Context: an optimization exercise on an open-source flow, tuned for small area. The choices shown serve that exercise and are no tape-out recipe. Only simulation tests tie the RTL to the original design; equivalence was not proved. Power is estimated from default activity; no workload was simulated.

File: design/flow/design.v
package efi_cfg_pkg;
    localparam int unsigned NUM_REGS = 16;
    localparam int unsigned REG_W    = 16;
    localparam int unsigned ADDR_W   = 4;
    localparam int unsigned BUSY_W   = 6;
    localparam int unsigned REG_MODE      = 0;
    localparam int unsigned REG_TOOTH_CNT = 1;
    localparam int unsigned REG_TOOTH_W   = 2;
    localparam int unsigned REG_MISSING   = 3;
    localparam int unsigned REG_TRIG_OFS  = 4;
    localparam int unsigned REG_QPR       = 5;
    localparam int unsigned REG_PHASE_A   = 6;
    localparam int unsigned REG_PHASE_B   = 7;
    localparam int unsigned REG_PHASE_C   = 8;
    localparam int unsigned REG_PHASE_D   = 9;
    localparam int unsigned REG_TIMING    = 10;
    localparam int unsigned REG_DWELL     = 11;
    localparam int unsigned REG_INJ_A_PW  = 12;
    localparam int unsigned REG_INJ_B_PW  = 13;
    typedef enum logic [2:0] {
        ERR_NONE    = 3'd0,
        ERR_ZERO    = 3'd1,
        ERR_MISSING = 3'd2,
        ERR_GEOM    = 3'd3,
        ERR_TIMEOUT = 3'd4,
        ERR_ABORT   = 3'd5
    } err_code_e;
    typedef enum logic [1:0] {
        ST_IDLE      = 2'd0,
        ST_VALIDATE  = 2'd1,
        ST_WAIT_SAFE = 2'd2,
        ST_COMMIT    = 2'd3
    } state_e;
    function automatic logic [REG_W-1:0] reg_default(input int unsigned idx);
        logic [REG_W-1:0] val;
        case (idx)
            REG_MODE:      val = 16'h0017;
            REG_TOOTH_CNT: val = 16'd60;
            REG_TOOTH_W:   val = 16'd128;
            REG_MISSING:   val = 16'd2;
            REG_QPR:       val = 16'd7680;
            REG_PHASE_B:   val = 16'd2560;
            REG_PHASE_C:   val = 16'd5120;
            REG_TIMING:    val = 16'd427;
            REG_DWELL:     val = 16'd960;
            REG_INJ_A_PW:  val = 16'd2000;
            default:       val = 16'd0;
        endcase
        reg_default = val;
    endfunction
    function automatic logic [NUM_REGS*REG_W-1:0] default_bank();
        logic [NUM_REGS*REG_W-1:0] bank;
        for (int unsigned i = 0; i < NUM_REGS; i++) begin
            bank[i*REG_W +: REG_W] = reg_default(i);
        end
        default_bank = bank;
    endfunction
endpackage
module cfg_geom_check
(
    input  logic [15:0] tooth_cnt,
    input  logic [15:0] tooth_w,
    input  logic [15:0] missing,
    input  logic [15:0] qpr,
    output logic        ok,
    output logic [2:0]  code
);
    logic [15:0] w_suffix;    
    logic        prod_hi;
    always_comb begin
        w_suffix[15] = tooth_w[15];
        for (int k = 14; k >= 0; k--) w_suffix[k] = w_suffix[k+1] | tooth_w[k];
        prod_hi = 1'b0;
        for (int i = 1; i < 16; i++) prod_hi = prod_hi | (tooth_cnt[i] & w_suffix[16-i]);
    end
    wire pp1 = ~((tooth_cnt[0] & tooth_w[0]));
    wire pp2 = ~((tooth_cnt[0] & tooth_w[1]));
    wire pp3 = ~((tooth_cnt[1] & tooth_w[0]));
    wire pp4 = ~((tooth_cnt[0] & tooth_w[2]));
    wire pp5 = ~((tooth_cnt[1] & tooth_w[1]));
    wire pp6 = ~((tooth_cnt[2] & tooth_w[0]));
    wire pp7 = ~((tooth_cnt[0] & tooth_w[3]));
    wire pp8 = ~((tooth_cnt[1] & tooth_w[2]));
    wire pp9 = ~((tooth_cnt[2] & tooth_w[1]));
    wire pp10 = ~((tooth_cnt[3] & tooth_w[0]));
    wire pp11 = ~((tooth_cnt[0] & tooth_w[4]));
    wire pp12 = ~((tooth_cnt[1] & tooth_w[3]));
    wire pp13 = ~((tooth_cnt[2] & tooth_w[2]));
    wire pp14 = ~((tooth_cnt[3] & tooth_w[1]));
    wire pp15 = ~((tooth_cnt[4] & tooth_w[0]));
    wire pp16 = ~((tooth_cnt[0] & tooth_w[5]));
    wire pp17 = ~((tooth_cnt[1] & tooth_w[4]));
    wire pp18 = ~((tooth_cnt[2] & tooth_w[3]));
    wire pp19 = ~((tooth_cnt[3] & tooth_w[2]));
    wire pp20 = ~((tooth_cnt[4] & tooth_w[1]));
    wire pp21 = ~((tooth_cnt[5] & tooth_w[0]));
    wire pp22 = ~((tooth_cnt[0] & tooth_w[6]));
    wire pp23 = ~((tooth_cnt[1] & tooth_w[5]));
    wire pp24 = ~((tooth_cnt[2] & tooth_w[4]));
    wire pp25 = ~((tooth_cnt[3] & tooth_w[3]));
    wire pp26 = ~((tooth_cnt[4] & tooth_w[2]));
    wire pp27 = ~((tooth_cnt[5] & tooth_w[1]));
    wire pp28 = ~((tooth_cnt[6] & tooth_w[0]));
    wire pp29 = ~((tooth_cnt[0] & tooth_w[7]));
    wire pp30 = ~((tooth_cnt[1] & tooth_w[6]));
    wire pp31 = ~((tooth_cnt[2] & tooth_w[5]));
    wire pp32 = ~((tooth_cnt[3] & tooth_w[4]));
    wire pp33 = ~((tooth_cnt[4] & tooth_w[3]));
    wire pp34 = ~((tooth_cnt[5] & tooth_w[2]));
    wire pp35 = ~((tooth_cnt[6] & tooth_w[1]));
    wire pp36 = ~((tooth_cnt[7] & tooth_w[0]));
    wire pp37 = ~((tooth_cnt[0] & tooth_w[8]) | (tooth_cnt[8] & tooth_w[0]));
    wire pp38 = ~((tooth_cnt[1] & tooth_w[7]));
    wire pp39 = ~((tooth_cnt[2] & tooth_w[6]));
    wire pp40 = ~((tooth_cnt[3] & tooth_w[5]));
    wire pp41 = ~((tooth_cnt[4] & tooth_w[4]));
    wire pp42 = ~((tooth_cnt[5] & tooth_w[3]));
    wire pp43 = ~((tooth_cnt[6] & tooth_w[2]));
    wire pp44 = ~((tooth_cnt[7] & tooth_w[1]));
    wire pp45 = ~((tooth_cnt[0] & tooth_w[9]) | (tooth_cnt[7] & tooth_w[2]));
    wire pp46 = ~((tooth_cnt[1] & tooth_w[8]) | (tooth_cnt[8] & tooth_w[1]));
    wire pp47 = ~((tooth_cnt[2] & tooth_w[7]) | (tooth_cnt[9] & tooth_w[0]));
    wire pp48 = ~((tooth_cnt[3] & tooth_w[6]));
    wire pp49 = ~((tooth_cnt[4] & tooth_w[5]));
    wire pp50 = ~((tooth_cnt[5] & tooth_w[4]));
    wire pp51 = ~((tooth_cnt[6] & tooth_w[3]));
    wire pp52 = ~((tooth_cnt[0] & tooth_w[10]) | (tooth_cnt[6] & tooth_w[4]));
    wire pp53 = ~((tooth_cnt[1] & tooth_w[9]) | (tooth_cnt[7] & tooth_w[3]));
    wire pp54 = ~((tooth_cnt[2] & tooth_w[8]) | (tooth_cnt[8] & tooth_w[2]));
    wire pp55 = ~((tooth_cnt[3] & tooth_w[7]) | (tooth_cnt[9] & tooth_w[1]));
    wire pp56 = ~((tooth_cnt[4] & tooth_w[6]) | (tooth_cnt[10] & tooth_w[0]));
    wire pp57 = ~((tooth_cnt[5] & tooth_w[5]));
    wire pp58 = ~((tooth_cnt[0] & tooth_w[11]) | (tooth_cnt[5] & tooth_w[6]) | (tooth_cnt[10] & tooth_w[1]));
    wire pp59 = ~((tooth_cnt[1] & tooth_w[10]) | (tooth_cnt[6] & tooth_w[5]) | (tooth_cnt[11] & tooth_w[0]));
    wire pp60 = ~((tooth_cnt[2] & tooth_w[9]) | (tooth_cnt[7] & tooth_w[4]));
    wire pp61 = ~((tooth_cnt[3] & tooth_w[8]) | (tooth_cnt[8] & tooth_w[3]));
    wire pp62 = ~((tooth_cnt[4] & tooth_w[7]) | (tooth_cnt[9] & tooth_w[2]));
    wire pp63 = ~((tooth_cnt[0] & tooth_w[12]) | (tooth_cnt[4] & tooth_w[8]) | (tooth_cnt[8] & tooth_w[4]) | (tooth_cnt[12] & tooth_w[0]));
    wire pp64 = ~((tooth_cnt[1] & tooth_w[11]) | (tooth_cnt[5] & tooth_w[7]) | (tooth_cnt[9] & tooth_w[3]));
    wire pp65 = ~((tooth_cnt[2] & tooth_w[10]) | (tooth_cnt[6] & tooth_w[6]) | (tooth_cnt[10] & tooth_w[2]));
    wire pp66 = ~((tooth_cnt[3] & tooth_w[9]) | (tooth_cnt[7] & tooth_w[5]) | (tooth_cnt[11] & tooth_w[1]));
    wire pp67 = ~((tooth_cnt[0] & tooth_w[13]) | (tooth_cnt[3] & tooth_w[10]) | (tooth_cnt[6] & tooth_w[7]) | (tooth_cnt[9] & tooth_w[4]) | (tooth_cnt[12] & tooth_w[1]));
    wire pp68 = ~((tooth_cnt[1] & tooth_w[12]) | (tooth_cnt[4] & tooth_w[9]) | (tooth_cnt[7] & tooth_w[6]) | (tooth_cnt[10] & tooth_w[3]) | (tooth_cnt[13] & tooth_w[0]));
    wire pp69 = ~((tooth_cnt[2] & tooth_w[11]) | (tooth_cnt[5] & tooth_w[8]) | (tooth_cnt[8] & tooth_w[5]) | (tooth_cnt[11] & tooth_w[2]));
    wire pp70 = ~((tooth_cnt[0] & tooth_w[14]) | (tooth_cnt[2] & tooth_w[12]) | (tooth_cnt[4] & tooth_w[10]) | (tooth_cnt[6] & tooth_w[8]) | (tooth_cnt[8] & tooth_w[6]) | (tooth_cnt[10] & tooth_w[4]) | (tooth_cnt[12] & tooth_w[2]) | (tooth_cnt[14] & tooth_w[0]));
    wire pp71 = ~((tooth_cnt[1] & tooth_w[13]) | (tooth_cnt[3] & tooth_w[11]) | (tooth_cnt[5] & tooth_w[9]) | (tooth_cnt[7] & tooth_w[7]) | (tooth_cnt[9] & tooth_w[5]) | (tooth_cnt[11] & tooth_w[3]) | (tooth_cnt[13] & tooth_w[1]));
    wire pp72 = ~((tooth_cnt[0] & tooth_w[15]) | (tooth_cnt[1] & tooth_w[14]) | (tooth_cnt[2] & tooth_w[13]) | (tooth_cnt[3] & tooth_w[12]) | (tooth_cnt[4] & tooth_w[11]) | (tooth_cnt[5] & tooth_w[10]) | (tooth_cnt[6] & tooth_w[9]) | (tooth_cnt[7] & tooth_w[8]) | (tooth_cnt[8] & tooth_w[7]) | (tooth_cnt[9] & tooth_w[6]) | (tooth_cnt[10] & tooth_w[5]) | (tooth_cnt[11] & tooth_w[4]) | (tooth_cnt[12] & tooth_w[3]) | (tooth_cnt[13] & tooth_w[2]) | (tooth_cnt[14] & tooth_w[1]) | (tooth_cnt[15] & tooth_w[0]));
    wire s73, c74;
    assign {c74, s73} = 2'(qpr[1]) + 2'(pp2) + 2'(pp3);
    wire s75, c76;
    assign {c76, s75} = 2'(qpr[2]) + 2'(pp4) + 2'(pp5);
    wire s77, c78;
    assign {c78, s77} = 2'(pp6) + 2'(c74) + 2'(s75);
    wire s79, c80;
    assign {c80, s79} = 2'(qpr[3]) + 2'(pp7) + 2'(pp8);
    wire s81, c82;
    assign {c82, s81} = 2'(pp9) + 2'(pp10) + 2'(c76);
    wire s83, c84;
    assign {c84, s83} = 2'(s79) + 2'(c78) + 2'(s81);
    wire s85, c86;
    assign {c86, s85} = 2'(qpr[4]) + 2'(pp11) + 2'(pp12);
    wire s87, c88;
    assign {c88, s87} = 2'(pp13) + 2'(pp14) + 2'(pp15);
    wire s89, c90;
    assign {c90, s89} = 2'(c80) + 2'(s85) + 2'(s87);
    wire s91, c92;
    assign {c92, s91} = 2'(c82) + 2'(s89) + 2'(c84);
    wire s93, c94;
    assign {c94, s93} = 2'(qpr[5]) + 2'(pp16) + 2'(pp17);
    wire s95, c96;
    assign {c96, s95} = 2'(pp18) + 2'(pp19) + 2'(pp20);
    wire s97, c98;
    assign {c98, s97} = 2'(pp21) + 2'(c86) + 2'(c88);
    wire s99, c100;
    assign {c100, s99} = 2'(s93) + 2'(s95) + 2'(c90);
    wire s101, c102;
    assign {c102, s101} = 2'(s97) + 2'(s99) + 2'(c92);
    wire s103, c104;
    assign {c104, s103} = 2'(qpr[6]) + 2'(pp22) + 2'(pp23);
    wire s105, c106;
    assign {c106, s105} = 2'(pp24) + 2'(pp25) + 2'(pp26);
    wire s107, c108;
    assign {c108, s107} = 2'(pp27) + 2'(pp28) + 2'(c94);
    wire s109, c110;
    assign {c110, s109} = 2'(c96) + 2'(s103) + 2'(s105);
    wire s111, c112;
    assign {c112, s111} = 2'(c98) + 2'(s107) + 2'(s109);
    wire s113, c114;
    assign {c114, s113} = 2'(c100) + 2'(s111) + 2'(c102);
    wire s115, c116;
    assign {c116, s115} = 2'(qpr[7]) + 2'(pp29) + 2'(pp30);
    wire s117, c118;
    assign {c118, s117} = 2'(pp31) + 2'(pp32) + 2'(pp33);
    wire s119, c120;
    assign {c120, s119} = 2'(pp34) + 2'(pp35) + 2'(pp36);
    wire s121, c122;
    assign {c122, s121} = 2'(c104) + 2'(c106) + 2'(s115);
    wire s123, c124;
    assign {c124, s123} = 2'(s117) + 2'(s119) + 2'(c108);
    wire s125, c126;
    assign {c126, s125} = 2'(c110) + 2'(s121) + 2'(c112);
    wire s127, c128;
    assign {c128, s127} = 2'(s123) + 2'(s125) + 2'(c114);
    wire s129, c130;
    assign {c130, s129} = 2'(qpr[8]) + 2'(pp37) + 2'(pp38);
    wire s131, c132;
    assign {c132, s131} = 2'(pp39) + 2'(pp40) + 2'(pp41);
    wire s133, c134;
    assign {c134, s133} = 2'(pp42) + 2'(pp43) + 2'(pp44);
    wire s135, c136;
    assign {c136, s135} = 2'(c116) + 2'(c118) + 2'(c120);
    wire s137, c138;
    assign {c138, s137} = 2'(s129) + 2'(s131) + 2'(s133);
    wire s139, c140;
    assign {c140, s139} = 2'(c122) + 2'(s135) + 2'(s137);
    wire s141, c142;
    assign {c142, s141} = 2'(c124) + 2'(s139) + 2'(c126);
    wire s143, c144;
    assign {c144, s143} = 2'(qpr[9]) + 2'(pp45) + 2'(pp46);
    wire s145, c146;
    assign {c146, s145} = 2'(pp47) + 2'(pp48) + 2'(pp49);
    wire s147, c148;
    assign {c148, s147} = 2'(pp50) + 2'(pp51) + 2'(c130);
    wire s149, c150;
    assign {c150, s149} = 2'(c132) + 2'(c134) + 2'(s143);
    wire s151, c152;
    assign {c152, s151} = 2'(s145) + 2'(c136) + 2'(c138);
    wire s153, c154;
    assign {c154, s153} = 2'(s147) + 2'(s149) + 2'(c140);
    wire s155, c156;
    assign {c156, s155} = 2'(s151) + 2'(s153) + 2'(c142);
    wire s157, c158;
    assign {c158, s157} = 2'(qpr[10]) + 2'(pp52) + 2'(pp53);
    wire s159, c160;
    assign {c160, s159} = 2'(pp54) + 2'(pp55) + 2'(pp56);
    wire s161, c162;
    assign {c162, s161} = 2'(pp57) + 2'(c144) + 2'(c146);
    wire s163, c164;
    assign {c164, s163} = 2'(s157) + 2'(s159) + 2'(c148);
    wire s165, c166;
    assign {c166, s165} = 2'(c150) + 2'(s161) + 2'(c152);
    wire s167, c168;
    assign {c168, s167} = 2'(s163) + 2'(c154) + 2'(s165);
    wire s169, c170;
    assign {c170, s169} = 2'(qpr[11]) + 2'(pp58) + 2'(pp59);
    wire s171, c172;
    assign {c172, s171} = 2'(pp60) + 2'(pp61) + 2'(pp62);
    wire s173, c174;
    assign {c174, s173} = 2'(c158) + 2'(c160) + 2'(s169);
    wire s175, c176;
    assign {c176, s175} = 2'(s171) + 2'(c162) + 2'(s173);
    wire s177, c178;
    assign {c178, s177} = 2'(c164) + 2'(s175) + 2'(c166);
    wire s179, c180;
    assign {c180, s179} = 2'(qpr[12]) + 2'(pp63) + 2'(pp64);
    wire s181, c182;
    assign {c182, s181} = 2'(pp65) + 2'(pp66) + 2'(c170);
    wire s183, c184;
    assign {c184, s183} = 2'(c172) + 2'(s179) + 2'(c174);
    wire s185, c186;
    assign {c186, s185} = 2'(s181) + 2'(c176) + 2'(s183);
    wire s187, c188;
    assign {c188, s187} = 2'(qpr[13]) + 2'(pp67) + 2'(pp68);
    wire s189, c190;
    assign {c190, s189} = 2'(pp69) + 2'(c180) + 2'(s187);
    wire s191, c192;
    assign {c192, s191} = 2'(c182) + 2'(s189) + 2'(c184);
    wire s193, c194;
    assign {c194, s193} = 2'(qpr[14]) + 2'(pp70) + 2'(pp71);
    wire s195, c196;
    assign {c196, s195} = 2'(c188) + 2'(s193) + 2'(c190);
    wire s197, c198;
    assign {c198, s197} = 2'(qpr[15]) + 2'(pp72) + 2'(c194);
    wire prod_eq = (qpr[0] ^ pp1) &
                   ~s73 &
                   ~s77 &
                   ~s83 &
                   ~s91 &
                   ~s101 &
                   ~s113 &
                   ~s127 &
                   (s141 ^ c128) &
                   ~s155 &
                   (s167 ^ c156) &
                   (c168 ^ s177) &
                   (s185 ^ c178) &
                   (c186 ^ s191) &
                   (s195 ^ c192) &
                   (s197 ^ c196) &
                   ((c198) == 1'b1);
    logic miss_ge;
    always_comb begin
        miss_ge = 1'b1;
        for (int i = 0; i < 16; i++)
            miss_ge = (missing[i] & ~tooth_cnt[i]) | (missing[i] & miss_ge) | (~tooth_cnt[i] & miss_ge);
    end
    always_comb begin
        code = efi_cfg_pkg::ERR_NONE;
        if (tooth_cnt == 16'd0 || qpr == 16'd0) begin
            code = efi_cfg_pkg::ERR_ZERO;
        end else if (miss_ge) begin
            code = efi_cfg_pkg::ERR_MISSING;
        end else if (prod_hi || !prod_eq) begin
            code = efi_cfg_pkg::ERR_GEOM;
        end
        ok = (code == efi_cfg_pkg::ERR_NONE);
    end
endmodule
module cfg_commit_ctrl
#(
    parameter int unsigned NREGS       = efi_cfg_pkg::NUM_REGS,
    parameter int unsigned TIMEOUT_CYC = 1000000
) (
    input  logic                   clk,
    input  logic                   rst_n,
    input  logic                   wr_en,
    input  logic [3:0]             wr_addr,
    input  logic [15:0]            wr_data,
    input  logic                   commit_req,
    input  logic                   abort,
    input  logic                   synced,
    input  logic                   trigger,
    input  logic [5:0]             outputs_busy,
    output logic [NREGS*16-1:0]    active_regs,
    output logic                   shadow_dirty,
    output logic                   commit_pending,
    output logic                   commit_done,
    output logic                   commit_err,
    output logic [2:0]             err_code
);
    localparam int unsigned REG_W  = efi_cfg_pkg::REG_W;
    localparam int unsigned BANK_W = NREGS * REG_W;
    localparam logic [BANK_W-1:0] DEF_BANK = BANK_W'(efi_cfg_pkg::default_bank());
    localparam logic [19:0] TMO_LAST = 20'h82ca6;
    logic [1:0]        state;
    logic [1:0]        state_nxt;
    logic [BANK_W-1:0] shadow;
    logic [19:0]       tmo;
    logic              geom_ok;
    logic [2:0]        geom_code;
    logic              safe;
    logic              tmo_hit;
    logic              st_idle, st_val, st_wait, st_commit;
    cfg_geom_check u_geom (
        .tooth_cnt (shadow[efi_cfg_pkg::REG_TOOTH_CNT*REG_W +: REG_W]),
        .tooth_w   (shadow[efi_cfg_pkg::REG_TOOTH_W*REG_W +: REG_W]),
        .missing   (shadow[efi_cfg_pkg::REG_MISSING*REG_W +: REG_W]),
        .qpr       (shadow[efi_cfg_pkg::REG_QPR*REG_W +: REG_W]),
        .ok        (geom_ok),
        .code      (geom_code)
    );
    assign st_idle   = (state == 2'd0);
    assign st_val    = (state == 2'd1);
    assign st_wait   = (state == 2'd2);
    assign st_commit = (state == 2'd3);
    assign safe    = !synced || (trigger && (outputs_busy == 6'd0));
    assign tmo_hit = (tmo == TMO_LAST);
    always_comb begin
        state_nxt = 2'd0;
        if (st_idle) begin
            if (commit_req && !abort) state_nxt = 2'd1;
        end else if (st_val) begin
            if (!abort && geom_ok) state_nxt = 2'd2;
        end else if (st_wait) begin
            if (abort)         state_nxt = 2'd0;
            else if (safe)     state_nxt = 2'd3;
            else if (!tmo_hit) state_nxt = 2'd2;
        end
    end
    always_ff @(posedge clk) begin
        if (!rst_n) state <= 2'd0;
        else        state <= state_nxt;
    end
    assign commit_pending = !st_idle;
    always_ff @(posedge clk) begin
        tmo[0] <= st_wait & (tmo[19] ^ tmo[16]);
        for (int i = 1; i < 20; i++) tmo[i] <= st_wait & ~tmo[i-1];
    end
    always_ff @(posedge clk) begin
        if (!rst_n) begin
            err_code <= efi_cfg_pkg::ERR_NONE;
        end else if (st_idle) begin
            if (commit_req && !abort) err_code <= efi_cfg_pkg::ERR_NONE;
        end else if (st_val) begin
            if (abort)         err_code <= efi_cfg_pkg::ERR_ABORT;
            else if (!geom_ok) err_code <= geom_code;
        end else if (st_wait) begin
            if (abort)                err_code <= efi_cfg_pkg::ERR_ABORT;
            else if (!safe && tmo_hit) err_code <= efi_cfg_pkg::ERR_TIMEOUT;
        end
    end
    assign commit_err = (err_code != 3'd0);
    always_ff @(posedge clk) begin
        if (!rst_n) begin
            shadow_dirty <= 1'b0;
            commit_done  <= 1'b0;
        end else begin
            shadow_dirty <= wr_en | (shadow_dirty & !st_commit);
            commit_done  <= st_commit;
        end
    end
    logic [NREGS-1:0] s_load0, s_load1, s_keep, s_keep1;
    logic [15:0]      wd1;
    logic             a_load0, a_keep;
    logic [BANK_W-1:0] shadow_d, active_d;
    always_comb begin
        for (int r = 0; r < NREGS; r++) begin
            s_load0[r] = wr_en && (wr_addr == 4'(r)) && rst_n;
            s_load1[r] = (wr_en && (wr_addr == 4'(r))) || !rst_n;
            s_keep[r]  = !(wr_en && (wr_addr == 4'(r))) && rst_n;
            s_keep1[r] = !(wr_en && (wr_addr == 4'(r)));
        end
        wd1     = wr_data | {16{!rst_n}};
        a_load0 = st_commit && rst_n;
        a_keep  = !st_commit && rst_n;
        for (int r = 0; r < NREGS; r++) begin
            for (int b = 0; b < REG_W; b++) begin
                if (DEF_BANK[r*REG_W+b]) begin
                    shadow_d[r*REG_W+b] = (s_load1[r] & wd1[b]) | (s_keep1[r] & shadow[r*REG_W+b]);
                    active_d[r*REG_W+b] = (a_load0 & shadow[r*REG_W+b]) | (a_keep & active_regs[r*REG_W+b]) | !rst_n;
                end else begin
                    shadow_d[r*REG_W+b] = (s_load0[r] & wr_data[b]) | (s_keep[r] & shadow[r*REG_W+b]);
                    active_d[r*REG_W+b] = (a_load0 & shadow[r*REG_W+b]) | (a_keep & active_regs[r*REG_W+b]);
                end
            end
        end
    end
    always_ff @(posedge clk) begin
        shadow      <= shadow_d;
        active_regs <= active_d;
    end
endmodule
File: design/flow/flow/run.sh
#!/bin/bash
# The standard layout with these changes:
#  - each port is buffered by the smallest buffer cell (buf_1);
#  - clock tree synthesis adds no dummy loads (its arguments are otherwise the
#    standard ones, with config.mk's cluster size and diameter);
#  - after the standard synthesis, flow/fa_polarity.py picks the polarity of each
#    full adder and of the AND/NAND gates feeding them so that fewer inverters
#    are needed (same logic function, same registers).
set -euo pipefail
export BUFFER_PORTS_ARGS="-buffer_cell sky130_fd_sc_hd__buf_1"
export CTS_ARGS="-sink_clustering_enable -repair_clock_nets -sink_clustering_size 16 -sink_clustering_max_diameter 50 -dont_use_dummy_load -buf_list sky130_fd_sc_hd__clkbuf_8"
R=orfs/results/${FLOW_PLATFORM}/cfg_commit_ctrl/base
bash standard.sh synth > flow_synth.log 2>&1
cp "$R/1_2_yosys.v" synth_before_polarity.v
python3 flow/fa_polarity.py synth_before_polarity.v "$R/1_2_yosys.v" > fa_polarity.log 2>&1
rm -f "$R/1_synth.odb" "$R/1_synth.sdc"
bash standard.sh > flow_standard.log 2>&1
File: design/flow/flow/fa_polarity.py
#!/usr/bin/env python3
"""Full-adder polarity pass on a mapped sky130hd netlist.

A full adder is self-dual: FA(~a, ~b, ~c) = (~sum, ~carry). Synthesis leaves
inverters between full adders and AND gates feeding them in whatever polarity
its mapping chose. This pass picks, for every full adder, whether it computes
on true or on inverted signals, and for every AND2/NAND2 whose loads are all
full-adder inputs, which of the two it is, so that as few inverters as
possible remain. The logic function of the netlist is unchanged.

usage: fa_polarity.py IN.v OUT.v
"""
import re, sys, random, collections

P = "sky130_fd_sc_hd__"
AREA = {"inv_1": 3.7536, "and2_1": 6.256, "nand2_1": 3.7536}
OUTP = {"X", "Y", "Q", "Q_N", "SUM", "COUT", "HI", "LO", "GCLK"}

src = open(sys.argv[1]).read()
cell_re = re.compile(r"^(\s*)(" + P + r"\w+)\s+(\S+)\s*\((.*?)\);\n", re.S | re.M)
pin_re = re.compile(r"\.(\w+)\(([^()]*)\)")

cells = []          # dicts: type, name, pins (ordered list of [pin, net])
spans = []
for m in cell_re.finditer(src):
    pins = [[p, n.strip()] for p, n in pin_re.findall(m.group(4))]
    cells.append({"type": m.group(2)[len(P):], "name": m.group(3), "pins": pins})
    spans.append((m.start(), m.end()))

ports = set()
for m in re.finditer(r"^\s*(input|output|inout)\s+(\[[^\]]*\]\s*)?([^;]+);", src, re.M):
    for n in m.group(3).split(","):
        ports.add(n.strip())

def base(net):
    return re.sub(r"\[\d+\]$", "", net)

driver = {}
loads = collections.defaultdict(list)
for i, c in enumerate(cells):
    for k, (p, n) in enumerate(c["pins"]):
        if p in OUTP:
            driver[n] = (i, p)
        else:
            loads[n].append((i, k))

def is_inv(i):
    return cells[i]["type"] == "inv_1"

fas = [i for i, c in enumerate(cells) if c["type"] == "fa_1"]
fa_set = set(fas)

# Resolve the logical source of a net: follow inverter chains (only through
# inv_1 cells whose output is not a port).
def resolve(net):
    inv = 0
    seen = 0
    while net in driver and is_inv(driver[net][0]) and base(net) not in ports and seen < 8:
        i = driver[net][0]
        net = dict(cells[i]["pins"])["A"]
        inv ^= 1
        seen += 1
    return net, inv

# Loads we rewire: every FA input pin, plus every other load of a managed net.
fa_in = []          # (cell, pinidx, root, inv)
for f in fas:
    for k, (p, n) in enumerate(cells[f]["pins"]):
        if p in ("A", "B", "CIN"):
            r, v = resolve(n)
            fa_in.append((f, k, r, v))

roots = set(r for _, _, r, _ in fa_in)
# Which roots are FA outputs
fa_out = {}
for f in fas:
    for p, n in cells[f]["pins"]:
        if p in ("SUM", "COUT"):
            fa_out[n] = f
            roots.add(n)

# Managed inverters: inverters whose (resolved) input is a root and whose output is not a port.
def inv_chain_members(net):
    """All inverter cells downstream of net through inverter chains."""
    out = []
    stack = [net]
    while stack:
        x = stack.pop()
        for (i, k) in loads.get(x, []):
            if is_inv(i):
                y = dict(cells[i]["pins"])["Y"]
                if base(y) in ports:
                    return None
                out.append(i)
                stack.append(y)
    return out

managed_inv = set()
other_loads = []    # (cell, pinidx, root, inv) non-FA loads that we rewire
bad_roots = set()
for r in list(roots):
    if base(r) in ports and r not in driver:
        continue
    chain = inv_chain_members(r)
    if chain is None:
        bad_roots.add(r)
        continue
    managed_inv.update(chain)
roots -= bad_roots
# drop FA inputs whose root could not be managed: keep them as they are
fa_in = [t for t in fa_in if t[2] in roots or (base(t[2]) in ports and t[2] not in driver)]
fa_in_keys = set((f, k) for f, k, _, _ in fa_in)

# Non-FA loads of managed nets (roots and managed inverter outputs)
for r in roots:
    for (i, k) in loads.get(r, []):
        if i in managed_inv or (i, k) in fa_in_keys:
            continue
        other_loads.append((i, k, r, 0))
for iv in managed_inv:
    y = dict(cells[iv]["pins"])["Y"]
    r, v = resolve(y)
    for (i, k) in loads.get(y, []):
        if i in managed_inv or (i, k) in fa_in_keys:
            continue
        other_loads.append((i, k, r, v))

# FA inputs whose root is unmanaged-but-driven (bad root) are left alone.
# Swappable gates: and2_1 / nand2_1 driving a root whose every load is handled here.
swap = {}
for r in roots:
    if r in driver and cells[driver[r][0]]["type"] in ("and2_1", "nand2_1"):
        if base(r) in ports:
            continue
        swap[r] = driver[r][0]

flip = {f: 0 for f in fas}
sw = {r: 0 for r in swap}

def phys(r):
    if r in fa_out:
        return flip[fa_out[r]]
    if r in sw:
        return sw[r]
    return 0

def cost():
    need = set()
    for f, k, r, v in fa_in:
        if v ^ flip[f] != phys(r):
            need.add(r)
    for i, k, r, v in other_loads:
        if v != phys(r):
            need.add(r)
    a = len(need) * AREA["inv_1"]
    for r, i in swap.items():
        t = cells[i]["type"]
        if sw[r]:
            t = "nand2_1" if t == "and2_1" else "and2_1"
        a += AREA[t]
    return a

before = cost()
adj = collections.defaultdict(list)
for f, k, r, v in fa_in:
    if r in fa_out:
        g = fa_out[r]
        adj[f].append((g, v))
        adj[g].append((f, v))
comps = []
color = {}
for s0 in fas:
    if s0 in color:
        continue
    color[s0] = 0
    comp = [s0]
    q = [s0]
    while q:
        x = q.pop()
        for y, v in adj[x]:
            if y not in color:
                color[y] = color[x] ^ v
                comp.append(y)
                q.append(y)
    comps.append(comp)
for f in fas:
    flip[f] = color[f]
for r in swap:
    sw[r] = 0
def best_swaps():
    for r in swap:
        c0 = cost(); sw[r] ^= 1
        if cost() >= c0:
            sw[r] ^= 1
best_swaps()
for comp in comps:
    c0 = cost()
    for f in comp:
        flip[f] ^= 1
    best_swaps()
    if cost() >= c0:
        for f in comp:
            flip[f] ^= 1
        best_swaps()
if cost() > before:
    for f in fas:
        flip[f] = 0
    for r in swap:
        sw[r] = 0
best = cost()
vars_ = [("f", f) for f in fas] + [("s", r) for r in swap]
random.seed(1)
improved = True
while improved:
    improved = False
    random.shuffle(vars_)
    for kind, x in vars_:
        d = flip if kind == "f" else sw
        d[x] ^= 1
        c = cost()
        if c < best - 1e-9:
            best = c
            improved = True
        else:
            d[x] ^= 1
improved = True
while improved:
    improved = False
    for f in fas:
        nb = set()
        for p, n in cells[f]["pins"]:
            if p in ("SUM", "COUT"):
                for (i, k) in loads.get(n, []):
                    if i in fa_set:
                        nb.add(i)
        for g in nb:
            flip[f] ^= 1
            flip[g] ^= 1
            c = cost()
            if c < best - 1e-9:
                best = c
                improved = True
            else:
                flip[f] ^= 1
                flip[g] ^= 1

# Rebuild connections.
new_cells = []
inv_of = {}
wires = []
cnt = [0]

def fmt(n):
    return n + " " if n.startswith("\\") else n

def signal(r, want):
    """Net carrying (logical r) ^ want."""
    if want == phys(r):
        return r
    if r not in inv_of:
        cnt[0] += 1
        y = f"fapol_n{cnt[0]}"
        wires.append(y)
        new_cells.append(f"  {P}inv_1 fapol_i{cnt[0]} (\n    .A({fmt(r)}),\n    .Y({y})\n  );\n")
        inv_of[r] = y
    return inv_of[r]

for f, k, r, v in fa_in:
    cells[f]["pins"][k][1] = signal(r, v ^ flip[f])
for i, k, r, v in other_loads:
    cells[i]["pins"][k][1] = signal(r, v)
for r, i in swap.items():
    if sw[r]:
        c = cells[i]
        if c["type"] == "and2_1":
            c["type"] = "nand2_1"
            c["pins"] = [[("Y" if p == "X" else p), n] for p, n in c["pins"]]
        else:
            c["type"] = "and2_1"
            c["pins"] = [[("X" if p == "Y" else p), n] for p, n in c["pins"]]
# remove managed inverters (all their loads were rewired)
removed = set(managed_inv)

out = []
pos = 0
for idx, (s, e) in enumerate(spans):
    out.append(src[pos:s])
    pos = e
    if idx in removed:
        continue
    c = cells[idx]
    m = cell_re.match(src, s)
    body = ",\n".join(f"    .{p}({fmt(n)})" for p, n in c["pins"])
    out.append(f"{m.group(1)}{P}{c['type']} {c['name']} (\n{body}\n  );\n")
out.append(src[pos:])
text = "".join(out)
# declare new wires and add new cells before endmodule
decl = "".join(f"  wire {w};\n" for w in wires)
k = text.rindex("endmodule")
text = text[:k] + "".join(new_cells) + text[k:]
m = re.search(r"^\s*(wire|input|output)\b", text, re.M)
text = text[:m.start()] + "\n" + decl + text[m.start():]
open(sys.argv[2], "w").write(text)
sys.stderr.write(f"fa_polarity: {len(fas)} full adders, {len(managed_inv)} inverters removed, "
                 f"{len(new_cells)} added, {sum(sw.values())} AND/NAND swapped, "
                 f"{sum(flip.values())} adders flipped; area {before:.1f} -> {best:.1f}\n")
File: design/flow/standard.sh
#!/bin/bash
# synth_recipe.tcl (not shown) runs the flow's synth.tcl, then flattens the netlist and writes it again
# the make line also repeats each setting of config.mk as NAME=value (left out here)
make -C /OpenROAD-flow-scripts/flow DESIGN_CONFIG=/design/flow/config.mk WORK_HOME=/design/flow/orfs CLKGATE_MAP_FILE= SYNTH_SCRIPT=/design/flow/synth_recipe.tcl "${@:-finish}"
File: design/flow/config.mk
export PLATFORM = sky130hd
export DESIGN_NAME = cfg_commit_ctrl
export DESIGN_NICKNAME = cfg_commit_ctrl
export VERILOG_FILES = /design/flow/design.v
export SDC_FILE = /design/flow/constraint.sdc
export NUM_CORES = 4
export LEC_CHECK = 0
export CAP_MARGIN = 20
export CORE_MARGIN = 2
export CORE_UTILIZATION = 40
export CTS_BUF_LIST = sky130_fd_sc_hd__clkbuf_8
export CTS_CLUSTER_DIAMETER = 50
export CTS_CLUSTER_SIZE = 16
export SLEW_MARGIN = 20
File: design/flow/constraint.sdc
create_clock -name core_clock -period 10.0 [get_ports {clk}]
set_input_delay 2.0000 -clock core_clock [delete_from_list [all_inputs] [get_ports {clk}]]
set_output_delay 2.0000 -clock core_clock [all_outputs]
set_load 0.01 [all_outputs]
==> reports/summary.txt, run 1 <==
initial antenna violation count = 0
Final Max Tran Viols = 0
Top Ports = 296
Iter 0 DRT Violations = 1,500
DRT Pass-1 Iters = 8
Antenna diodes = 0
share of cells above drive strength 1 = 0.0577
core area = 47,400 um^2
CTS clk-pin slew, worst paths = 0.09 ns
vias post-DR = 14,500
clk buf depth = 3
H-Tree Depth = 2
worst slew pin tran = 1.12 ns
Fin Hold WS = 0.407 ns
Post-DP HPWL = 38,800 um
PD cells = 162 nW/um^2
largest net degree at the start of global routing = 116
post-CTS sizing = 0
Worst setup SP type = flip-flop
fin crit share = 0.620
synthesized area = 19,100 um^2
Arr. time, crit path = 6.72 ns
Post-Syn Nets = 1,755
Synth Instances = 1,659
Inserted Clock Buffers = 46
via density per instance = 5.81
max_cap viols = 0
CTS tree = yes
CTS Hold Buffers Added = 0
die area = 49,500 um^2
CP max FO = 17
Final GP Congestion = 0.891
Clock Skew = 0.0865 ns
die width = 223 um
final setup vio count = 0
routed wire length = 61,100 um
critical path type = reg -> reg
Synth warnings = 2
CTS sink count = 539
first-pass GRT wire length = 90,800 um
nets = 1,969
initial core utilization = 0.403
Max IR drop VDD = 107 uV
CTS root buf = clkbuf_8
Area Overhead vs Synth = 11.6%
Final Hold Fails = 0
antenna viol nets, final = 0
Remaining DRCs = 0
Rows = 80
Skew-Pair Late Insertion Delay = 0.67 ns
vias in the first global route = 13,900
GRT Resource Usage Total = 0.240
Post-Place Cells = 2,439
slew margin rel. = 0.249
buffer count from post-CTS setup fixing = 0
post-synthesis area per instance = 11.5 um^2
worst min-delay path category = reg -> reg
Critical Path RT = 10.52 ns
Peak Freq = 161 MHz
min Tclk post-route = 6.20 ns
RSZ-0062 raised after global routing = false
Setup WS pre-CTS = 3.79 ns
Routed wire per std cell = 24.6 um
final setup margin = 3.80 ns
Layout Cells excl Fill = 2,486
status = no timing/DRC/antenna violations
I/O Buffers = 295
gr ovfl total = 0
leakage power = 7.65 nW
Final TNS setup = 0 ns
CP endpoint kind = flip-flop
Die H = 223 um
==> where the power goes <==
group          leakage (nW)  internal (mW)  switching (mW)
Combinational          2.97         0.0521           0.132
Clock                 0.331          0.411           0.678
Sequential             4.35           2.16          0.0161
==> metrics by stage <==
step                      total power [mW]  utilization  area [um^2]
final                                 3.45        0.449        21300
after global routing                  3.58        0.449        21300
after CTS                             3.49        0.449        21300
after detailed placement              2.41        0.435        20700
after global placement                2.41        0.435        20600
after floorplan                       2.33            -        19100
==> routing by layer <==
metal / vias to the layer above / track usage / share of wire
li1: 6521 / - / -
met4: 0 / 0.0775 / 0.026
met3: 103 / 0.0529 / 0.072
met2: 517 / 0.388 / 0.47
met5: - / 0 / 0
met1: 7313 / 0.321 / 0.43
==> cell type report <==
type / instances / area, um^2
sequential: 539 / 10800
fill: 4567 / 26100
tap: 615 / 769
clock buffer: 46 / 633
timing repair buffer: 330 / 1370
multi-input combinational: 919 / 7600
inverter: 37 / 144
==> worst paths after layout <==
check                                 from          end  slack (ns)  cells after the start
worst max-delay path            shadow[34]  err_code[0]        3.80                     16
worst min-delay path                tmo[0]       tmo[1]        0.41                      1
worst max register to register  shadow[34]  err_code[0]        3.80                     16
worst min register to register      tmo[0]       tmo[1]        0.41                      1
==> cell usage in the layout (no fill, tap or decap), types with 5 or more instances in the layout <==
cell and count:
dfxtp_1 539, a22o_1 424, buf_1 294, nand2_1 87, nor2_1 70, fa_1 63
o22a_1 54, clkbuf_8 46, inv_1 36, o21ai_0 35, buf_4 35, a22oi_1 24
a21oi_1 16, nand2b_1 9, nor2_2 9, a222oi_1 8, a221oi_1 8, nand3_1 8
o22ai_1 8, nor4_1 8, nor2b_1 6, xor2_1 6, and3_1 5, or2_2 5
==> flip-flops by register name, indices dropped and copies added, names as in the netlist <==
name          count
shadow_dirty      1
err_code          3
shadow          256
commit_done       1
active_regs     256
tmo              20
state             2
==> critical path: stages (launching register included) <==
cell,delay [ns]
dfxtp_1,0.82
nand2_1,0.16
fa_1,0.44
fa_1,0.52
fa_1,0.48
fa_1,0.46
fa_1,0.43
fa_1,0.45
fa_1,0.47
nor4b_1,0.37
nand4_1,0.14
a2111oi_0,0.31
nand4_1,0.20
a2111oi_4,0.32
nand2b_1,0.16
o21ai_1,0.06
a221o_1,0.28
==> run 2, diff against run 1 <==
--- a/design/flow/flow/run.sh
+++ b/design/flow/flow/run.sh
@@ -9,5 +9,5 @@
 set -euo pipefail
 export BUFFER_PORTS_ARGS="-buffer_cell sky130_fd_sc_hd__buf_1"
-export CTS_ARGS="-sink_clustering_enable -repair_clock_nets -sink_clustering_size 16 -sink_clustering_max_diameter 50 -dont_use_dummy_load -buf_list sky130_fd_sc_hd__clkbuf_8"
+export CTS_ARGS="-sink_clustering_enable -repair_clock_nets -sink_clustering_size 10 -sink_clustering_max_diameter 40 -dont_use_dummy_load -buf_list sky130_fd_sc_hd__clkbuf_4"
 R=orfs/results/${FLOW_PLATFORM}/cfg_commit_ctrl/base
 bash standard.sh synth > flow_synth.log 2>&1
--- a/design/flow/config.mk
+++ b/design/flow/config.mk
@@ -9,6 +9,6 @@
 export CORE_MARGIN = 2
 export CORE_UTILIZATION = 40
-export CTS_BUF_LIST = sky130_fd_sc_hd__clkbuf_8
-export CTS_CLUSTER_DIAMETER = 50
-export CTS_CLUSTER_SIZE = 16
+export CTS_BUF_LIST = sky130_fd_sc_hd__clkbuf_4
+export CTS_CLUSTER_DIAMETER = 40
+export CTS_CLUSTER_SIZE = 10
 export SLEW_MARGIN = 20
==> run 2 against run 1 <==
Effect of this change: total power fell by 0.66%; sequential share of layout area rose by 0.089 points; final area down 0.18%; maximum frequency is 0.54% lower; clock-buffer cell count up 33; cell count up 1.4%; clock power hardly changed; first-iteration DRC count down 17%; via count grew 1.3%; setup slack got worse by 0.034 ns; area after synthesis unchanged.
==> reports/summary.txt, run 2 <==
status = no timing/DRC/antenna violations
post-synthesis area per instance = 11.5 um^2
Top Registers = active_regs x256, shadow x256, tmo x20
clk buf depth = 3
fin crit share = 0.623
I/O Buffers = 295
Inserted Clock Buffers = 79
largest net degree at the start of global routing = 126
post-CTS sizing = 0
Synth warnings = 2
CP endpoint kind = flip-flop
RSZ-0062 raised after global routing = false
Post-DP HPWL = 39,200 um
Final Core Density = 0.448
Area Overhead vs Synth = 11.4%
critical path type = reg -> reg
Routed wire per std cell = 24.5 um
Final Hold Fails = 0
Top Ports = 296
Iter 0 DRT Violations = 1,244
die width = 223 um
worst min-delay path category = reg -> reg
Skew-Pair Late Insertion Delay = 0.81 ns
leakage power = 7.68 nW
GRT Resource Usage Total = 0.244
min Tclk post-route = 6.23 ns
Peak Freq = 161 MHz
Clock Skew = 0.0711 ns
Post-Syn Nets = 1,755
CTS sink count = 539
Rows = 80
CTS tree = yes
worst slew pin tran = 1.10 ns
initial antenna violation count = 1
Remaining DRCs = 0
nets = 2,002
CP max FO = 17
design area = 21,300 um^2
Arr. time, crit path = 6.93 ns
core area = 47,400 um^2
buffer count from post-CTS setup fixing = 0
first-pass GRT wire length = 91,900 um
initial core utilization = 0.403
most frequent cells in the layout = dfxtp_1, a22o_1, buf_1
Worst setup SP type = flip-flop
vias post-DR = 14,600
PD cells = 161 nW/um^2
antenna viol nets, final = 0
share of cells above drive strength 1 = 0.0741
routed wire length = 61,800 um
CTS root buf = clkbuf_4
final setup vio count = 0
H-Tree Depth = 3
CTS Hold Buffers Added = 0
max_cap viols = 0
area of placed instances = 20,700 um^2
commonest non-fill, non-tap cell in the layout = dfxtp_1
CTS clk-pin slew, worst paths = 0.10 ns
Final GP Congestion = 0.885
Final Max Tran Viols = 0
slew margin rel. = 0.262
via density per instance = 5.81
synthesized area = 19,100 um^2
die area = 49,500 um^2
gr ovfl total = 0
Die H = 223 um
Final TNS setup = 0 ns
Synth Instances = 1,659
Critical Path RT = 10.71 ns
vias in the first global route = 14,500
DRT Pass-1 Iters = 6
Max IR drop VDD = 104 uV
[run 2: stage by stage]
step	power, mW	hold WS (ns)	std cells	setup slack (ns)
detailed placement	2.41	0.398	2440	3.78
CTS	3.47	0.412	2519	3.77
floorplan	2.33	0.383	1659	4.30
finish	3.43	0.407	2520	3.77
global route	3.57	0.422	2520	3.41
global placement	2.41	0.389	2438	3.93
[run 2: path summary, 6_finish.rpt]
kind,end,cells past startpoint,from,slack (ns)
setup reg to reg,err_code[2],16,shadow[17],3.77
setup / recovery,err_code[2],16,shadow[17],3.77
hold reg to reg,tmo[13],1,tmo[12],0.41
hold / removal,tmo[13],1,tmo[12],0.41
[run 2: critical path: stages, from the launching register on]
cell and delay (ns):
dfxtp_1 0.85, nand2_1 0.17, fa_1 0.47, fa_1 0.52, fa_1 0.46, fa_1 0.45
fa_1 0.43, fa_1 0.46, fa_1 0.46, nor4b_1 0.36, nand4_1 0.15, a2111oi_0 0.31
nand4_1 0.20, a2111oi_4 0.29, o2111ai_1 0.24, a21oi_1 0.21, nor3b_2 0.06
[run 2: cell type report]
class	count	area, um^2
antenna	1	2.50
clock buffer	79	593
fill	4588	26200
inverter	37	144
multi-input combinational	919	7600
sequential	539	10800
tap	615	769
timing repair buffer	330	1370
[run 2: power breakdown]
part	leakage, nW	total, mW	switching [mW]	internal, mW
Clock	0.363	1.07	0.703	0.362
Combinational	2.97	0.184	0.131	0.0524
Sequential	4.35	2.18	0.0168	2.16
Total	7.68	3.43	0.852	2.57
[run 2: metal layers]
metal | vias to the layer above | wire length (um) | track usage
met5 | - | 0 | 0
met3 | 139 | 4580 | 0.0655
met1 | 7306 | 26300 | 0.316
met2 | 575 | 28700 | 0.387
met4 | 0 | 2180 | 0.104
li1 | 6620 | - | -
==> run 3, diff against run 2 <==
--- a/design/flow/flow/run.sh
+++ b/design/flow/flow/run.sh
@@ -9,5 +9,5 @@
 set -euo pipefail
 export BUFFER_PORTS_ARGS="-buffer_cell sky130_fd_sc_hd__buf_1"
-export CTS_ARGS="-sink_clustering_enable -repair_clock_nets -sink_clustering_size 10 -sink_clustering_max_diameter 40 -dont_use_dummy_load -buf_list sky130_fd_sc_hd__clkbuf_4"
+export CTS_ARGS="-sink_clustering_enable -repair_clock_nets -sink_clustering_size 30 -sink_clustering_max_diameter 70 -dont_use_dummy_load"
 R=orfs/results/${FLOW_PLATFORM}/cfg_commit_ctrl/base
 bash standard.sh synth > flow_synth.log 2>&1
--- a/design/flow/config.mk
+++ b/design/flow/config.mk
@@ -9,6 +9,5 @@
 export CORE_MARGIN = 2
 export CORE_UTILIZATION = 40
-export CTS_BUF_LIST = sky130_fd_sc_hd__clkbuf_4
-export CTS_CLUSTER_DIAMETER = 40
-export CTS_CLUSTER_SIZE = 10
+export CTS_CLUSTER_DIAMETER = 70
+export CTS_CLUSTER_SIZE = 30
 export SLEW_MARGIN = 20
==> run 3 against run 2 <==
Effect of this change: clock power up 12%; register-to-register slack worse by 0.14 ns; clock skew increased by 0.0081 ns; hold slack lost 0.0016 ns; utilization up 0.32 points; critical path depth did not move; combinational power about the same; cell count fell by 1.9%; sequential power about the same; non-clock buffer count up 1; critical path type unchanged.
==> reports/summary.txt, run 3 <==
buffer count from post-CTS setup fixing = 0
Rows = 80
nets = 1,954
Skew-Pair Late Insertion Delay = 0.61 ns
initial antenna violation count = 0
slowest CP cell = dfxtp_1
# fillers = 4,481
die width = 223 um
max_cap viols = 0
Top Ports = 296
Inserted Clock Buffers = 30
Remaining DRCs = 0
Worst Setup EP = err_code[2]
gr ovfl total = 0
commonest non-fill, non-tap cell in the layout = dfxtp_1
share of cells above drive strength 1 = 0.0480
Top Registers = active_regs x256, shadow x256, tmo x20
area of placed instances = 20,700 um^2
H-Tree Depth = 1
Synth warnings = 2
clk buf depth = 3
Fin Hold WS = 0.406 ns
CTS clk-pin slew, worst paths = 0.08 ns
synthesized area = 19,100 um^2
CP max FO = 17
flop-to-flop setup slack = 3.63 ns
Final Core Density = 0.451
CTS sink count = 539
Iter 0 DRT Violations = 1,421
CTS root buf = clkbuf_16
worst r2r path cells = 16
Area Overhead vs Synth = 12.2%
via density per instance = 5.80
CP endpoint kind = flip-flop
first-pass GRT wire length = 90,400 um
Final Max Tran Viols = 0
post-CTS sizing = 0
Routed wire per std cell = 24.7 um
most frequent cells in the layout = dfxtp_1, a22o_1, buf_1
Layout Cells excl Fill = 2,471
design area = 21,400 um^2
Post-Syn Nets = 1,755
Clock Skew = 0.0792 ns
critical path type = reg -> reg
leakage power = 7.70 nW
RR Startpoint = shadow[17]
Max IR drop VDD = 120 uV
worst slew pin tran = 1.18 ns
Die H = 223 um
Critical Path RT = 10.49 ns
core area = 47,400 um^2
worst min-delay path category = reg -> reg
Worst setup SP type = flip-flop
Final TNS setup = 0 ns
Synth Instances = 1,659
status = no timing/DRC/antenna violations
Arr. time, crit path = 6.86 ns
crit-path cells = nand2_1 > fa_1 > fa_1 > fa_1 > fa_1 > fa_1 > fa_1 > fa_1 > nor4b_1 > nand4_1 > a2111oi_0 > nand4_1 > a2111oi_4 > o2111ai_1 > a21oi_1 > nor3b_2
Antenna diodes = 0
Post-DP HPWL = 39,100 um
largest net degree at the start of global routing = 125
post-synthesis area per instance = 11.5 um^2
final setup vio count = 0
Worst R2R End = err_code[2]
crit-path max cell delay = 0.86 ns
PD cells = 166 nW/um^2
Final Hold Fails = 0
fin crit share = 0.637
hold path startpoint = tmo[13]
min Tclk post-route = 6.37 ns
Setup WS pre-CTS = 3.66 ns
slew margin rel. = 0.214
Post-Place Cells = 2,441
multi-input logic area = 7590 um^2
Seq. cell area = 10,800 um^2
vias in the first global route = 13,900
Power Total = 3.56 mW
vias post-DR = 14,300
antenna viol nets, final = 0
Peak Freq = 157 MHz
RSZ-0062 raised after global routing = false
die area = 49,500 um^2
CTS Hold Buffers Added = 0
CP Launch Point = shadow[17]
CTS tree = yes
final setup margin = 3.63 ns
Final GP Congestion = 0.881
I/O Buffers = 295
routed wire length = 61,000 um
most frequent CP cell = fa_1
DRT Pass-1 Iters = 6
initial core utilization = 0.403
GRT Resource Usage Total = 0.237
run 3: worst max-delay path, delay by kind of cell, from the launching register on:
| kind | cells | cell delay (ns) |
|---|---|---|
| flops | 1 | 0.86 |
| fa+ha+maj | 7 | 3.25 |
| compound gates | 4 | 1.17 |
| simple gates | 5 | 1.01 |
run 3: per-layer routing:
metal  vias up  share of wire  routed length [um]  GRT usage
met1      7209           0.43               26500      0.321
met3       106          0.068                4170     0.0439
met2       510           0.47               28400      0.383
met4         0          0.032                1980     0.0797
li1       6501              -                   -          -
met5         -              0                   0          0
run 3: worst min path at each step:
stage                   end  slack (ns)  cells past startpoint
floorplan           tmo[13]        0.38                      1
global placement    tmo[13]        0.39                      1
detailed placement  tmo[13]        0.40                      1
CTS                 tmo[13]        0.41                      1
global route        tmo[18]        0.43                      1
finish              tmo[14]        0.41                      1
run 3: cell type report:
class,count,share of cell area
Clock buffer,30,0.0350
Multi-Input combinational cell,919,0.354
Inverter,37,0.00672
Tap cell,615,0.0359
Sequential cell,539,0.504
Timing Repair Buffer,331,0.0644
run 3: power breakdown:
| part | total [mW] | switching, mW | internal, mW | leakage [nW] |
|---|---|---|---|---|
| clock | 1.20 | 0.670 | 0.530 | 0.370 |
| sequential | 2.18 | 0.0166 | 2.16 | 4.35 |
| combinational | 0.186 | 0.133 | 0.0524 | 2.98 |
==> run 4, diff against run 3 <==
==> design/flow/flow/run.sh (replaced) <==
#!/bin/bash
# The standard layout with these changes:
#  - each port is buffered by the smallest buffer cell (buf_1);
#  - clock tree synthesis uses clkbuf_8 and adds no dummy loads (its other
#    arguments are the standard ones, with config.mk's cluster size and diameter);
#  - after the standard synthesis (registers and adders untouched):
#      flow/fa_polarity.py picks the polarity of each full adder and of the
#      AND/NAND gates feeding them so that fewer inverters are needed;
#      flow/remap.ys re-maps the other combinational cells with an area-oriented
#      ABC script;
#      flow/fa_polarity.py runs once more on the result.
#    Each step keeps the logic function and the registers.
set -euo pipefail
export BUFFER_PORTS_ARGS="-buffer_cell sky130_fd_sc_hd__buf_1"
export CTS_ARGS="-sink_clustering_enable -repair_clock_nets -sink_clustering_size 16 -sink_clustering_max_diameter 50 -dont_use_dummy_load -buf_list sky130_fd_sc_hd__clkbuf_8"
R=orfs/results/${FLOW_PLATFORM}/cfg_commit_ctrl/base
LIB=${FLOW_HOME}/platforms/${FLOW_PLATFORM}/lib/sky130_fd_sc_hd__tt_025C_1v80.lib
YOSYS=${FLOW_HOME}/../tools/install/yosys/bin/yosys
[[ -x "$YOSYS" ]] || YOSYS=yosys
bash standard.sh synth > flow_synth.log 2>&1
cp "$R/1_2_yosys.v" synth_standard.v
python3 flow/fa_polarity.py synth_standard.v remap_in.v > fa_polarity.log 2>&1
sed -e "s|{LIB}|$LIB|g" -e "s|{TOP}|$FLOW_TOP|g" flow/remap.ys > remap_run.ys
"$YOSYS" -s remap_run.ys > remap.log 2>&1
python3 flow/fa_polarity.py remap_out.v "$R/1_2_yosys.v" >> fa_polarity.log 2>&1
rm -f "$R/1_synth.odb" "$R/1_synth.sdc"
bash standard.sh > flow_standard.log 2>&1
--- a/design/flow/flow/fa_polarity.py
+++ b/design/flow/flow/fa_polarity.py
@@ -14,5 +14,5 @@
 
 P = "sky130_fd_sc_hd__"
-AREA = {"inv_1": 3.7536, "and2_1": 6.256, "nand2_1": 3.7536}
+AREA = {"inv_1": 3.7536, "and2_0": 6.256, "and2_1": 6.256, "nand2_1": 3.7536}
 OUTP = {"X", "Y", "Q", "Q_N", "SUM", "COUT", "HI", "LO", "GCLK"}
 
@@ -46,5 +46,5 @@
 
 def is_inv(i):
-    return cells[i]["type"] == "inv_1"
+    return cells[i]["type"] in ("inv_1", "clkinv_1")
 
 fas = [i for i, c in enumerate(cells) if c["type"] == "fa_1"]
@@ -130,5 +130,5 @@
 swap = {}
 for r in roots:
-    if r in driver and cells[driver[r][0]]["type"] in ("and2_1", "nand2_1"):
+    if r in driver and cells[driver[r][0]]["type"] in ("and2_0", "and2_1", "nand2_1"):
         if base(r) in ports:
             continue
@@ -157,5 +157,5 @@
         t = cells[i]["type"]
         if sw[r]:
-            t = "nand2_1" if t == "and2_1" else "and2_1"
+            t = "and2_1" if t == "nand2_1" else "nand2_1"
         a += AREA[t]
     return a
@@ -273,5 +273,5 @@
     if sw[r]:
         c = cells[i]
-        if c["type"] == "and2_1":
+        if c["type"] in ("and2_0", "and2_1"):
             c["type"] = "nand2_1"
             c["pins"] = [[("Y" if p == "X" else p), n] for p, n in c["pins"]]
==> design/flow/flow/remap.abc (new file) <==
strash
&get -n
&st
&dch
&nf -a
&put
topo
==> design/flow/flow/remap.ys (new file) <==
# Re-map the combinational cells of the standard synthesis for area. Registers
# and full/half adders stay as they are (same instances, same names).
read_liberty -ignore_miss_func {LIB}
read_verilog remap_in.v
hierarchy -top {TOP}
blackbox sky130_fd_sc_hd__dfxtp_1 sky130_fd_sc_hd__edfxtp_1 sky130_fd_sc_hd__fa_1 sky130_fd_sc_hd__ha_1 sky130_fd_sc_hd__conb_1
flatten
opt_clean
abc -liberty {LIB} -dont_use *lpflow* -dont_use *probe* -script flow/remap.abc
opt_clean
rename -hide w:*.*
opt_clean
tee -o remap_stat.txt stat -liberty {LIB}
write_verilog -noattr -nohex -nodec remap_out.v
--- a/design/flow/config.mk
+++ b/design/flow/config.mk
@@ -9,5 +9,6 @@
 export CORE_MARGIN = 2
 export CORE_UTILIZATION = 40
-export CTS_CLUSTER_DIAMETER = 70
-export CTS_CLUSTER_SIZE = 30
+export CTS_BUF_LIST = sky130_fd_sc_hd__clkbuf_8
+export CTS_CLUSTER_DIAMETER = 50
+export CTS_CLUSTER_SIZE = 16
 export SLEW_MARGIN = 20
==> run 4 against run 3 <==
Effect of this change: maximum frequency shrank 4.6%; highest routed layer is now met5; via count grew 0.20%; area after synthesis shrank 3.9%; sequential power is essentially flat; setup slack lost 0.31 ns; critical path type unchanged; total power shrank 1.9%; routed wire length shrank 2.4%; global-route usage grew 1.0 points; combinational power shrank 2%; hold slack lost 0.038 ns; clock skew grew 0.032 ns.
==> reports/summary.txt, run 4 <==
status = no timing/DRC/antenna violations
vias post-DR = 14,400
nets = 1,958
area of placed instances = 20,600 um^2
Post-DP HPWL = 38,300 um
initial antenna violation count = 3
clk buf depth = 3
RSZ-0062 raised after global routing = false
Final TNS setup = 0 ns
via density per instance = 5.83
leakage power = 7.62 nW
max_cap viols = 0
final setup vio count = 0
worst slew pin tran = 1.11 ns
gr ovfl total = 0
antenna viol nets, final = 0
CTS clk-pin slew, worst paths = 0.09 ns
Clock Skew = 0.112 ns
die width = 218 um
Peak Freq = 150 MHz
Synth warnings = 2
Skew-Pair Late Insertion Delay = 0.69 ns
I/O Buffers = 295
Synth Instances = 1,473
GRT Resource Usage Total = 0.248
routed wire length = 59,500 um
Final Hold Fails = 0
Post-Syn Nets = 1,569
Remaining DRCs = 0
Top Registers = active_regs x256, shadow x256, tmo x20
synthesized area = 18,400 um^2
most frequent cells in the layout = dfxtp_1, a22o_1, buf_1
Final Max Tran Viols = 0
Routed wire per std cell = 24.2 um
Max IR drop VDD = 105 uV
Die H = 218 um
critical path type = reg -> reg
CTS tree = yes
Inserted Clock Buffers = 50
buffer count from post-CTS setup fixing = 0
die area = 47,600 um^2
Final Core Density = 0.470
CTS Hold Buffers Added = 0
vias in the first global route = 14,000
Top Ports = 296
post-synthesis area per instance = 12.5 um^2
H-Tree Depth = 2
slew margin rel. = 0.259
Worst setup SP type = flip-flop
share of cells above drive strength 1 = 0.0559
Layout Cells excl Fill = 2,461
CP endpoint kind = flip-flop
PD cells = 164 nW/um^2
commonest non-fill, non-tap cell in the layout = dfxtp_1
largest net degree at the start of global routing = 173
Post-Place Cells = 2,410
Area Overhead vs Synth = 16.0%
Iter 0 DRT Violations = 1,285
CTS sink count = 539
worst min-delay path category = reg -> reg
Rows = 78
CP max FO = 19
Arr. time, crit path = 7.17 ns
design area = 21,300 um^2
first-pass GRT wire length = 90,000 um
min Tclk post-route = 6.67 ns
CTS root buf = clkbuf_8
core area = 45,300 um^2
Critical Path RT = 10.49 ns
Final GP Congestion = 0.887
initial core utilization = 0.405
DRT Pass-1 Iters = 5
post-CTS sizing = 0
fin crit share = 0.667
[run 4: critical path, cell delays in order (launching register included)]
cell       delay [ns]
dfxtp_1          0.85
nand2_1          0.20
fa_1             0.48
fa_1             0.53
fa_1             0.47
fa_1             0.46
fa_1             0.43
fa_1             0.45
fa_1             0.46
nor4_1           0.33
nand4_1          0.12
a2111oi_0        0.36
nand4_1          0.15
a2111oi_0        0.33
buf_4            0.22
nor4bb_1         0.45
o21bai_1         0.11
o211a_1          0.14
[run 4: report_power, final]
part	internal, mW	switching, mW	total [mW]
Combinational	0.0536	0.128	0.182
Clock	0.444	0.691	1.13
Sequential	2.16	0.0163	2.18
Total	2.66	0.835	3.49
[run 4: metal layers]
metal	part of all wire	GRT usage	wire length, um
met2	0.44	0.373	26000
met1	0.45	0.345	26600
met5	0.00069	0	41
met3	0.083	0.0656	4970
met4	0.033	0.0832	1940
[run 4: cell type report]
cell class | instances | area, um^2
Fill cell | 4263 | 24000
Sequential cell | 539 | 10800
Multi-Input combinational cell | 913 | 7530
Timing Repair Buffer | 337 | 1440
Tap cell | 600 | 751
Clock buffer | 50 | 688
Inverter | 21 | 86.3
Antenna cell | 1 | 2.50
[run 4: final timing paths]
| kind | start | end | slack, ns | depth (start not counted) |
|---|---|---|---|---|
| setup / recovery | shadow[33] | err_code[2] | 3.33 | 17 |
| hold / removal | tmo[2] | tmo[3] | 0.37 | 1 |
| setup reg to reg | shadow[33] | err_code[2] | 3.33 | 17 |
| hold reg to reg | tmo[2] | tmo[3] | 0.37 | 1 |
[run 4: metrics by stage]
step           worst slack [ns]  power [mW]  hold WS [ns]
6_report                   3.33        3.49         0.368
4_1_cts                    3.29        3.53         0.370
3_5_place_dp               3.31        2.41         0.394
3_3_place_gp               3.63        2.40         0.396
2_1_floorplan              2.56        2.31         0.384
5_1_grt                    2.90        3.62         0.391
==> run 5, diff against run 4 <==
--- a/design/flow/config.mk
+++ b/design/flow/config.mk
@@ -8,5 +8,5 @@
 export CAP_MARGIN = 20
 export CORE_MARGIN = 2
-export CORE_UTILIZATION = 40
+export CORE_UTILIZATION = 60
 export CTS_BUF_LIST = sky130_fd_sc_hd__clkbuf_8
 export CTS_CLUSTER_DIAMETER = 50
==> run 5 against run 4 <==
Effect of this change: global-route usage is 7.8 points higher; combinational power decreased by 5%; sequential power barely moved; clock skew fell by 0.049 ns; clock power shrank 9.7%; sequential share of layout area grew 0.93 points; die area decreased by 33%; final area shrank 1.8%; highest routed layer is now met4.
==> reports/summary.txt, run 5 <==
H-Tree Depth = 2
Worst setup SP type = flip-flop
synthesized area = 18,400 um^2
status = no timing/DRC/antenna violations
post-CTS sizing = 0
Synth Instances = 1,473
Max IR drop VDD = 132 uV
Inserted Clock Buffers = 42
largest net degree at the start of global routing = 190
I/O Buffers = 295
Post-Syn Nets = 1,569
Arr. time, crit path = 7.23 ns
Area Overhead vs Synth = 13.8%
nets = 1,946
CTS clk-pin slew, worst paths = 0.09 ns
slowest CP cell = a2111oi_0
Clock Skew = 0.0629 ns
fin crit share = 0.673
hold path startpoint = tmo[15]
Remaining DRCs = 0
die area = 32,000 um^2
Final GP Congestion = 0.922
most frequent cells in the layout = dfxtp_1, a22o_1, buf_1
first-pass GRT wire length = 80,300 um
crit-path cells = nand2_1 > fa_1 > fa_1 > fa_1 > fa_1 > fa_1 > fa_1 > fa_1 > nor4_1 > nand4_1 > a2111oi_0 > nand4_1 > a2111oi_0 > nand4_1 > a21o_1 > nor3_1
clock network fraction of total power = 0.303
final setup vio count = 0
Top Ports = 296
hold path depth = 1
design area = 20,900 um^2
via density per instance = 6.48
worst r2r path cells = 16
# fillers = 2,412
Iter 0 DRT Violations = 1,269
multi-input logic area = 7540 um^2
initial core utilization = 0.605
Top Registers = active_regs x256, shadow x256, tmo x20
Final Max Tran Viols = 0
CP endpoint kind = flip-flop
Worst Hold End = tmo[16]
most frequent CP cell = fa_1
CTS sink count = 539
post-synthesis area per instance = 12.5 um^2
Peak Freq = 148 MHz
commonest non-fill, non-tap cell in the layout = dfxtp_1
Routed wire per std cell = 23.9 um
Skew-Pair Late Insertion Delay = 0.59 ns
RR Startpoint = shadow[34]
Fin Hold WS = 0.404 ns
Die H = 179 um
Final Hold Fails = 0
CTS root buf = clkbuf_8
Seq. cell area = 10,800 um^2
leakage power = 7.54 nW
CTS Hold Buffers Added = 0
flop-to-flop setup slack = 3.27 ns
CTS tree = yes
Synth warnings = 2
max_cap viols = 0
antenna viol nets, final = 0
switching share of power = 0.232
combinational share of power = 0.051
RSZ-0062 raised after global routing = false
buffer count from post-CTS setup fixing = 0
GRT Resource Usage Total = 0.325
min Tclk post-route = 6.73 ns
routed wire length = 53,800 um
DRT Pass-1 Iters = 6
Post-DP HPWL = 34,000 um
sw power = 0.783 mW
Pint = 2.59 mW
critical path type = reg -> reg
area of placed instances = 20,300 um^2
core area = 30,300 um^2
worst slew pin tran = 1.17 ns
vias in the first global route = 13,600
slew margin rel. = 0.218
register share of total power = 0.645
Final TNS setup = 0 ns
crit-path max cell delay = 0.85 ns
Worst R2R End = err_code[2]
gr ovfl total = 0
Rows = 64
die width = 179 um
clk buf depth = 3
worst min-delay path category = reg -> reg
vias post-DR = 14,600
PD cells = 161 nW/um^2
initial antenna violation count = 5
CP max FO = 17
Critical Path RT = 10.50 ns
share of cells above drive strength 1 = 0.0492
run 5: cell count changes in the layout (fill, tap and decap cells not counted), moves of 4 or more:
cell / change
buf_4: -5
a22o_1: +4
clkbuf_8: -8
nand2_1: -4
run 5: through the flow:
stage,std cells,worst slack [ns],util,power (mW)
6_report,2247,3.27,0.689,3.37
3_3_place_gp,2201,3.50,0.668,2.39
5_1_grt,2245,2.98,0.689,3.47
3_5_place_dp,2202,3.29,0.669,2.39
4_1_cts,2244,3.31,0.688,3.38
2_1_floorplan,1473,2.54,-,2.31
run 5: worst max-delay path, delay by kind of cell, from the launching register on:
family | cells | cell delay, ns
DFF | 1 | 0.84
and+or+nand+nor | 6 | 1.19
adders and majority gates | 7 | 3.27
AOI/OAI and AO/OA | 3 | 1.36
run 5: final cells by class:
cell class | count | share of cell area
Antenna cell | 3 | 0.000359
Sequential cell | 539 | 0.516
Inverter | 21 | 0.00401
Multi-Input combinational cell | 913 | 0.361
Clock buffer | 42 | 0.0277
Tap cell | 396 | 0.0237
Timing Repair Buffer | 333 | 0.0674
run 5: power groups by stage:
| stage | sequential (mW) | combinational (mW) | clock (mW) |
|---|---|---|---|
| 2_1_floorplan | 2.22 | 0.0861 | 0 |
| 3_3_place_gp | 2.22 | 0.168 | 0 |
| 3_5_place_dp | 2.22 | 0.170 | 0 |
| 4_1_cts | 2.17 | 0.171 | 1.03 |
| 5_1_grt | 2.18 | 0.186 | 1.11 |
| 6_report | 2.18 | 0.173 | 1.02 |
run 5: worst max path at each step:
stage,startpoint,end
final,shadow[34],err_code[2]
after global routing,shadow[34],err_code[2]
after CTS,shadow[34],err_code[2]
after detailed placement,shadow[34],err_code[2]
after global placement,shadow[34],err_code[2]
after floorplan,rst_n,active_regs[100]
run 5: per-layer routing:
| layer | routed length (um) | track usage |
|---|---|---|
| met4 | 1950 | 0.122 |
| met1 | 22600 | 0.447 |
| met2 | 24000 | 0.493 |
| met3 | 5240 | 0.0872 |
| met5 | 0 | 0 |

[afterwards: timing with drivers on the ports]
How much do the figures lean on ideal ports? The routed layouts below were timed once more, with nothing changed but the port constraints.
Step 1 sets driving cells, clkbuf_16 on the clock port and buf_2 on the other inputs (assumed; they add their load-dependent delay and slew).
Step 2, shift: input delay + t, output delay - t, t = (earliest + latest rising clock arrival at the registers) / 2. This alone moves slack from input paths to output paths.
Slacks: ideal / step 1 / step 2; pairs: ideal / step 1.
run	t (ns)	slack for setup (ns)	worst slew at a driven data input, ns
run 1	0.677	3.805 / 3.805 / 3.805	0.11
run 2	0.849	3.771 / 3.771 / 3.771	0.11
run 3	0.635	3.632 / 3.632 / 3.632	0.10
run 4	0.684	3.325 / 3.325 / 3.325	0.10
run 5	0.609	3.265 / 3.265 / 3.265	0.10
After both steps every run listed still meets setup and hold.
